Context: an optimization exercise on an open-source flow, tuned for small area. The choices shown serve that exercise and are no tape-out recipe. The RTL was checked by simulation tests, not by an equivalence proof against the original design. Power is estimated from default activity; no workload was simulated.

Setup of main:
// stochastic_calcium_cluster_step
module stochastic_calcium_cluster_step #(
   parameter int NUM_CLUSTERS = scs_pkg::NUM_CLUSTERS_DEF,
   parameter int MAX_CHANNELS = scs_pkg::MAX_CHANNELS_DEF
) (
   input  logic                            clock,
   input  logic                            reset,
   input  logic                            req_tvalid,
   output logic                            req_tready,
   input  logic [scs_pkg::REQ_DATA_W-1:0]  req_tdata,
   input  logic                            req_tlast,
   output logic                            rsp_tvalid,
   input  logic                            rsp_tready,
   output logic [scs_pkg::RSP_DATA_W-1:0]  rsp_tdata,
   output logic                            rsp_tuser,
   input  logic                            csr_we,
   input  logic [scs_pkg::CSR_IDX_W-1:0]   csr_index,
   input  logic [scs_pkg::CSR_DATA_W-1:0]  csr_wdata
);
For scale: about 120 I/O pins, ~14000 um2 of cells after synthesis.
==> flow/config.mk <==
export PLATFORM = sky130hd
export DESIGN_NAME = stochastic_calcium_cluster_step
export DESIGN_NICKNAME = stochastic_calcium_cluster_step
export VERILOG_FILES = /design/flow/design.v
export SDC_FILE = /design/flow/constraint.sdc
export NUM_CORES = 4
export LEC_CHECK = 0
export CAP_MARGIN = 20
export CORE_MARGIN = 2
export CORE_UTILIZATION = 40
export PLACE_DENSITY = 0.6
export SLEW_MARGIN = 20
==> flow/constraint.sdc <==
create_clock -name core_clock -period 11.0 [get_ports {clock}]
set_input_delay 2.2000 -clock core_clock [delete_from_list [all_inputs] [get_ports {clock}]]
set_output_delay 2.2000 -clock core_clock [all_outputs]
set_load 0.01 [all_outputs]
standard.sh (not shown) runs the stock make flow with config.mk's settings and CLKGATE_MAP_FILE= SYNTH_SCRIPT=/design/flow/synth_recipe.tcl, a recipe that flattens the netlist after the stock synthesis.
==> flow/flow/run.sh <==
#!/bin/bash
# Own flow: the standard synthesis, then its combinational logic mapped
# again by ABC for area (registers keep their names, cells and connections;
# three ABC seeds are tried and the smallest netlist is kept), then the standard flow's
# standard layout of that netlist, with the smallest buffer for the port
# buffers and a clock tree without dummy loads.
# Each tool's output goes to a log file in the work folder.
set -euo pipefail
W=$PWD
R=$W/orfs/results/$FLOW_PLATFORM/stochastic_calcium_cluster_step/base
P=$FLOW_HOME/platforms/$FLOW_PLATFORM
LIB=$P/lib/sky130_fd_sc_hd__tt_025C_1v80.lib
YOSYS=$FLOW_HOME/../tools/install/yosys/bin/yosys
[ -x "$YOSYS" ] || YOSYS=yosys
export BUFFER_PORTS_ARGS="-buffer_cell sky130_fd_sc_hd__buf_1"
export CTS_ARGS="-sink_clustering_enable -repair_clock_nets -dont_use_dummy_load -buf_list sky130_fd_sc_hd__clkbuf_8 -sink_clustering_size 18 -sink_clustering_max_diameter 60"

bash standard.sh synth > synth.log 2>&1
cp "$R/1_2_yosys.v" "$W/standard_synth.v"
DU=$(sed -n '/DONT_USE_CELLS/,/^#/p' "$P/config.mk" | grep -o 'sky130_fd_sc_hd__[a-z0-9_]*' | sed 's/^/-dont_use /' | tr '\n' ' ')
for s in 0 1 2; do
  sed -e "s#@SEED@#$s#" flow/area.abc > "$W/area_$s.abc"
  sed -e "s#@LIB@#$LIB#g" -e "s#@IN@#$W/standard_synth.v#" -e "s#@OUT@#$W/resyn_$s.v#" \
      -e "s#@ABC@#$W/area_$s.abc#" -e "s#@DU@#$DU#" -e "s#@TOP@#$FLOW_TOP#" \
      -e "s#@STAT@#$W/resyn_stat_$s.txt#" flow/resyn.ys > "$W/resyn_$s.ys"
  "$YOSYS" -s "$W/resyn_$s.ys" > "resyn_$s.log" 2>&1 &
done
wait
best=$(for s in 0 1 2; do
  a=$(awk '/Chip area/ {print $NF}' "$W/resyn_stat_$s.txt" 2>/dev/null)
  [ -n "$a" ] && [ -s "$W/resyn_$s.v" ] && echo "$a $s"
done | sort -g | head -n 1 | awk '{print $2}')
[ -n "$best" ]
echo "kept ABC seed $best" > resyn_choice.log
cp "$W/resyn_$best.v" "$R/1_2_yosys.v"
rm -f "$R/1_synth.odb" "$R/1_synth.sdc"
bash standard.sh finish > layout.log 2>&1
Other scripts of this flow, unchanged in this note and not shown: flow/flow/area.abc, flow/flow/resyn.ys
What the feature branch does differently from main at the input level:
--- a/flow/design.v
+++ b/flow/design.v
@@ -104,44 +104,53 @@
    logic        sg, so;
    assign neg   = sg;
    assign rs    = sg;
    assign seen  = so;
    assign ovf   = so;
    assign spike = ge;
    assign cls   = {yb, sg};
    assign lt    = so;
    logic [2:0]  csel;
    logic        cbit;        
-   logic [23:0] kd, cmix;
-   logic [7:0]  csel_oh;
-   localparam logic [191:0] CSR_RST = {scs_pkg::PUFF_RST, scs_pkg::LEAK_RST,
-      scs_pkg::CA_THRESH_RST, scs_pkg::CA_REST_RST, 24'd0, scs_pkg::CLOSE_PROB_RST,
-      scs_pkg::REFR_PROB_RST, scs_pkg::OPEN_SCALE_RST};
+   logic [23:0] creg;
    logic        rbit;
    always_comb begin
       case (st)
          S_CMP:           csel = (cls == 2'd0) ? scs_pkg::REG_REFR_PROB : scs_pkg::REG_CLOSE_PROB;
          S_SD, S_DEN:     csel = scs_pkg::REG_CA_REST;
          S_LEAK:          csel = scs_pkg::REG_LEAK;
          S_PUFF:          csel = scs_pkg::REG_PUFF;
          S_CL2:           csel = scs_pkg::REG_CA_THRESH;
          default:         csel = scs_pkg::REG_OPEN_SCALE;
       endcase
-      csel_oh = 8'd1 << csel;
-      for (int j = 0; j < 24; j++) begin
-         kd[j]   = (k == 6'(j));
-         cmix[j] = 1'b0;
-         for (int i = 0; i < 8; i++)
-            if (i != 3) cmix[j] = cmix[j] | (csel_oh[i] & (csr_dflt[i] ? CSR_RST[i*24+j] : csr_q[i][j]));
+      case (csel)
+         3'd0:    creg = csr_q[0];
+         3'd1:    creg = csr_q[1];
+         3'd2:    creg = csr_q[2];
+         3'd4:    creg = csr_q[4];
+         3'd5:    creg = csr_q[5];
+         3'd6:    creg = csr_q[6];
+         default: creg = csr_q[7];
+      endcase
+      if (csr_dflt[csel]) begin
+         case (csel)
+            3'd0:    creg = scs_pkg::OPEN_SCALE_RST;
+            3'd1:    creg = scs_pkg::REFR_PROB_RST;
+            3'd2:    creg = scs_pkg::CLOSE_PROB_RST;
+            3'd4:    creg = scs_pkg::CA_REST_RST;
+            3'd5:    creg = scs_pkg::CA_THRESH_RST;
+            3'd6:    creg = scs_pkg::LEAK_RST;
+            default: creg = scs_pkg::PUFF_RST;
+         endcase
       end
-      cbit = |(cmix & kd);
-      rbit = |(req_tdata[23:0] & kd);
+      cbit = (k < 6'd24) && creg[k[4:0]];
+      rbit = req_tdata[k[4:0]];
    end
    localparam logic [23:0] CA_RST = scs_pkg::CA_REST_RST;
    localparam logic [23:0] P_RST  = scs_pkg::PROB_RST;
    logic kz;         
    assign kz = (k == 6'd0);
    logic ad_a, ad_b, ad_inv, ad_c0, ad_cin, ad_s, ad_co;
    logic y;          
    logic a_in, b_in, ca_in, p_in, ca_sh, p_sh;
    logic c3bit;
    always_comb begin
==> run notes <==
Shortest clock period the worst path allows after layout, the feature branch and main: lower on the feature branch. Diff the feature branch and main: total power of the final layout lower in main. From main to the feature branch, number of detailed-route iterations in the first pass did not move at all. On worst setup slack after layout: between the feature branch and main, it ends up higher for the feature branch. Summary of the comparison: met2 wirelength from detailed routing is higher in the feature branch, relative to main. On instance area after placement, the higher figure sits with the feature branch, not main. Re final non-filler cell area: the feature branch is 120 um2 up on main. Layout multi-input combinational cell count delta for the feature branch relative to main: 29 higher. Summary: with main as the reference, area taken by multi-input logic gates in the feature branch moved up by a few percent. Wire length of the first global-routing pass on the feature branch is up relative to main. Comparing the feature branch and main, register clock-pin slew on the reported worst setup and hold paths is lower on the feature branch. Taking main as the reference point, the area of the placeable core of the feature branch rises by about 0.5%. Looking at the feature branch and main, the power drawn by the clock network is a wash.

Setup of alpha:
stochastic_calcium_cluster_step, a different RTL version from the one above (not shown whole).
Size in the first run: ~1100 cells after synthesis, ~14000 sq um of cells after synthesis.
export LEC_CHECK = 0
export CAP_MARGIN = 20
export CORE_MARGIN = 2
export CORE_UTILIZATION = 40
export PLACE_DENSITY = 0.6
export SLEW_MARGIN = 20
create_clock -name core_clock -period 11.0 [get_ports {clock}]
==> flow/flow/run.sh <==
#!/bin/bash
# Own flow: the standard synthesis, then its combinational logic mapped
# again by ABC for area (registers keep their names, cells and connections),
# then the standard layout of that netlist, with the smallest buffer
# for the port buffers and a clock tree without dummy loads.
# Each tool's output goes to a log file in the work folder.
set -euo pipefail
W=$PWD
R=$W/orfs/results/$FLOW_PLATFORM/stochastic_calcium_cluster_step/base
P=$FLOW_HOME/platforms/$FLOW_PLATFORM
LIB=$P/lib/sky130_fd_sc_hd__tt_025C_1v80.lib
YOSYS=$FLOW_HOME/../tools/install/yosys/bin/yosys
[ -x "$YOSYS" ] || YOSYS=yosys
export BUFFER_PORTS_ARGS="-buffer_cell sky130_fd_sc_hd__buf_1"
export CTS_ARGS="-sink_clustering_enable -repair_clock_nets -dont_use_dummy_load -buf_list sky130_fd_sc_hd__clkbuf_8 -sink_clustering_size 18 -sink_clustering_max_diameter 80"

bash standard.sh synth > synth.log 2>&1
cp "$R/1_2_yosys.v" "$W/standard_synth.v"
DU=$(sed -n '/DONT_USE_CELLS/,/^#/p' "$P/config.mk" | grep -o 'sky130_fd_sc_hd__[a-z0-9_]*' | sed 's/^/-dont_use /' | tr '\n' ' ')
sed -e "s#@LIB@#$LIB#g" -e "s#@IN@#$W/standard_synth.v#" -e "s#@OUT@#$R/1_2_yosys.v#" \
    -e "s#@ABC@#$W/flow/area.abc#" -e "s#@DU@#$DU#" -e "s#@TOP@#$FLOW_TOP#" \
    flow/resyn.ys > "$W/resyn.ys"
"$YOSYS" -s "$W/resyn.ys" > resyn.log 2>&1
rm -f "$R/1_synth.odb" "$R/1_synth.sdc"
bash standard.sh finish > layout.log 2>&1
==> flow/flow/area.abc <==
strash
&get -n
&deepsyn -T 60
&put
dch -f
amap
==> flow/flow/resyn.ys <==
# Re-map the combinational logic of the standard synthesis for area.
# Registers (and the tie cell) are black boxes here, so they keep their
# names, cells and connections; everything between them is flattened to
# gates and mapped again by ABC.
read_liberty -ignore_miss_func @LIB@
read_verilog @IN@
hierarchy -top @TOP@
setattr -mod -set blackbox 1 sky130_fd_sc_hd__df* sky130_fd_sc_hd__edf* sky130_fd_sc_hd__sdf* sky130_fd_sc_hd__dl* sky130_fd_sc_hd__conb_1
flatten
opt -purge
abc -script @ABC@ -liberty @LIB@ @DU@
opt_clean -purge
setundef -zero
splitnets
opt_clean -purge
rename -hide w:*.*
opt_clean -purge
hilomap -singleton -hicell sky130_fd_sc_hd__conb_1 HI -locell sky130_fd_sc_hd__conb_1 LO
insbuf -buf sky130_fd_sc_hd__buf_4 A X
check
tee -o resyn_stat.txt stat -liberty @LIB@
write_verilog -noattr -nohex -nodec @OUT@
Changes in beta relative to alpha:
-- flow/design.v --
<<< alpha, line 51
   logic [23:0] csr_q [8];
   logic [7:0]  csr_dflt;      
   logic [3:0]  refr_num_q;
   always_ff @(posedge clock) begin
>>> beta, line 51
   logic [23:0] csr_q [8];
   logic [7:0]  csr_dflt;      
   logic [6:0]  dflt_q;        
   assign csr_dflt = {dflt_q[6:3], 1'b0, dflt_q[2:0]};
   logic [3:0]  refr_num_q;
   always_ff @(posedge clock) begin
<<< alpha, line 57
   always_ff @(posedge clock) begin
      if (reset) begin
         csr_dflt   <= 8'hFF;
         refr_num_q <= scs_pkg::REFR_NUM_RST;
      end else if (csr_we) begin
         csr_dflt[csr_index] <= 1'b0;
         if (csr_index == scs_pkg::REG_REFR_NUM) refr_num_q <= csr_wdata[3:0];
      end
   end
>>> beta, line 59
   always_ff @(posedge clock) begin
      if (reset) begin
         dflt_q     <= 7'h7F;
         refr_num_q <= scs_pkg::REFR_NUM_RST;
      end else if (csr_we) begin
         if (csr_index == scs_pkg::REG_REFR_NUM) refr_num_q <= csr_wdata[3:0];
         else dflt_q[(csr_index > 3'd3) ? csr_index - 3'd1 : csr_index] <= 1'b0;
      end
   end
<<< alpha, line 70
   logic [4:0] wlast;
   logic [4:0] st_next;
   always_comb begin
      klast   = 6'd23;
      wlast   = 5'd0;
      st_next = st + 5'd1;
      case (st)
         S_TOT:  klast = 6'd9;
         S_LEAK: begin klast = 6'd24; wlast = 5'd23; end
         S_PUFF: begin klast = 6'd24; wlast = 5'd7;  end
         S_CL1:  klast = 6'd31;
         S_C2:   begin klast = 6'd24; wlast = 5'd23; end
         S_MVB:  klast = 6'd32;
         S_C3:   begin klast = 6'd32; wlast = 5'd23; end
         S_DEN:  klast = 6'd40;
         S_DIV:  begin klast = 6'd40; wlast = 5'd23; end
         S_OS:   begin klast = 6'd24; wlast = 5'd23; end
         default: ;
      endcase
      if (st == S_PCP) st_next = S_IDLE;
   end
   logic signed [4:0] cl [10];
   logic [3:0] ci;
>>> beta, line 72
   logic [4:0] wlast;
   logic [4:0] st_next;
   logic m25, m33, m41;
   assign m25     = (st == S_LEAK) || (st == S_PUFF) || (st == S_C2) || (st == S_OS);
   assign m33     = (st == S_MVB) || (st == S_C3);
   assign m41     = (st == S_DEN) || (st == S_DIV);
   assign klast   = m25 ? 6'd24 : m33 ? 6'd32 : m41 ? 6'd40 :
                    (st == S_CL1) ? 6'd31 : (st == S_TOT) ? 6'd9 : 6'd23;
   assign wlast   = (st == S_PUFF) ? 5'd7 :
                    (m25 || st == S_C3 || st == S_DIV) ? 5'd23 : 5'd0;
   assign st_next = (st == S_PCP) ? S_IDLE : st + 5'd1;
   logic signed [4:0] cl [10];
   logic [3:0] ci;
==> run notes <==
- Against alpha as the reference, beta delivers a higher hold slack.
- From alpha to beta the numbers moved as follows: internal power contribution climbed 6.0%; share of total power in combinational logic increased by 3.7 points relative to the old numbers.
- Number of vias after detailed routing (higher): alpha
- The net count of the finished layout of beta falls short of that of alpha by 23.
- Re antenna cell count: alpha and beta aren't equal, and the higher value belongs to beta.

==> what the ideal ports hide <==
The results above use ideal ports. As a check the final layouts listed here were re-extracted and re-timed, cells and wires unchanged. Step 1 assumes that a clkbuf_16 drives the clock port and a buf_2 every other input. Step 2 moves the port delays by t, midway between the first and last clock arrival at a register: inputs arrive t later, outputs are due t later. That takes back most of the time a late clock gives input paths. Three values: ideal, step 1, step 2; two values: the first two.
run	shift t [ns]	slack for setup (ns)	worst register clock-pin slew, ns
main	0.617	5.116 / 5.116 / 5.116	0.11 / 0.11
the feature branch	0.635	5.541 / 5.513 / 5.513	0.11 / 0.11
alpha	0.624	4.239 / 4.239 / 4.239	0.11 / 0.11
beta	0.611	4.187 / 4.187 / 4.187	0.11 / 0.11
After both steps every run listed still meets setup and hold. The setup slack of the feature branch, which loses most, moves by -0.028 ns with the drivers and by -0.028 ns with both steps.
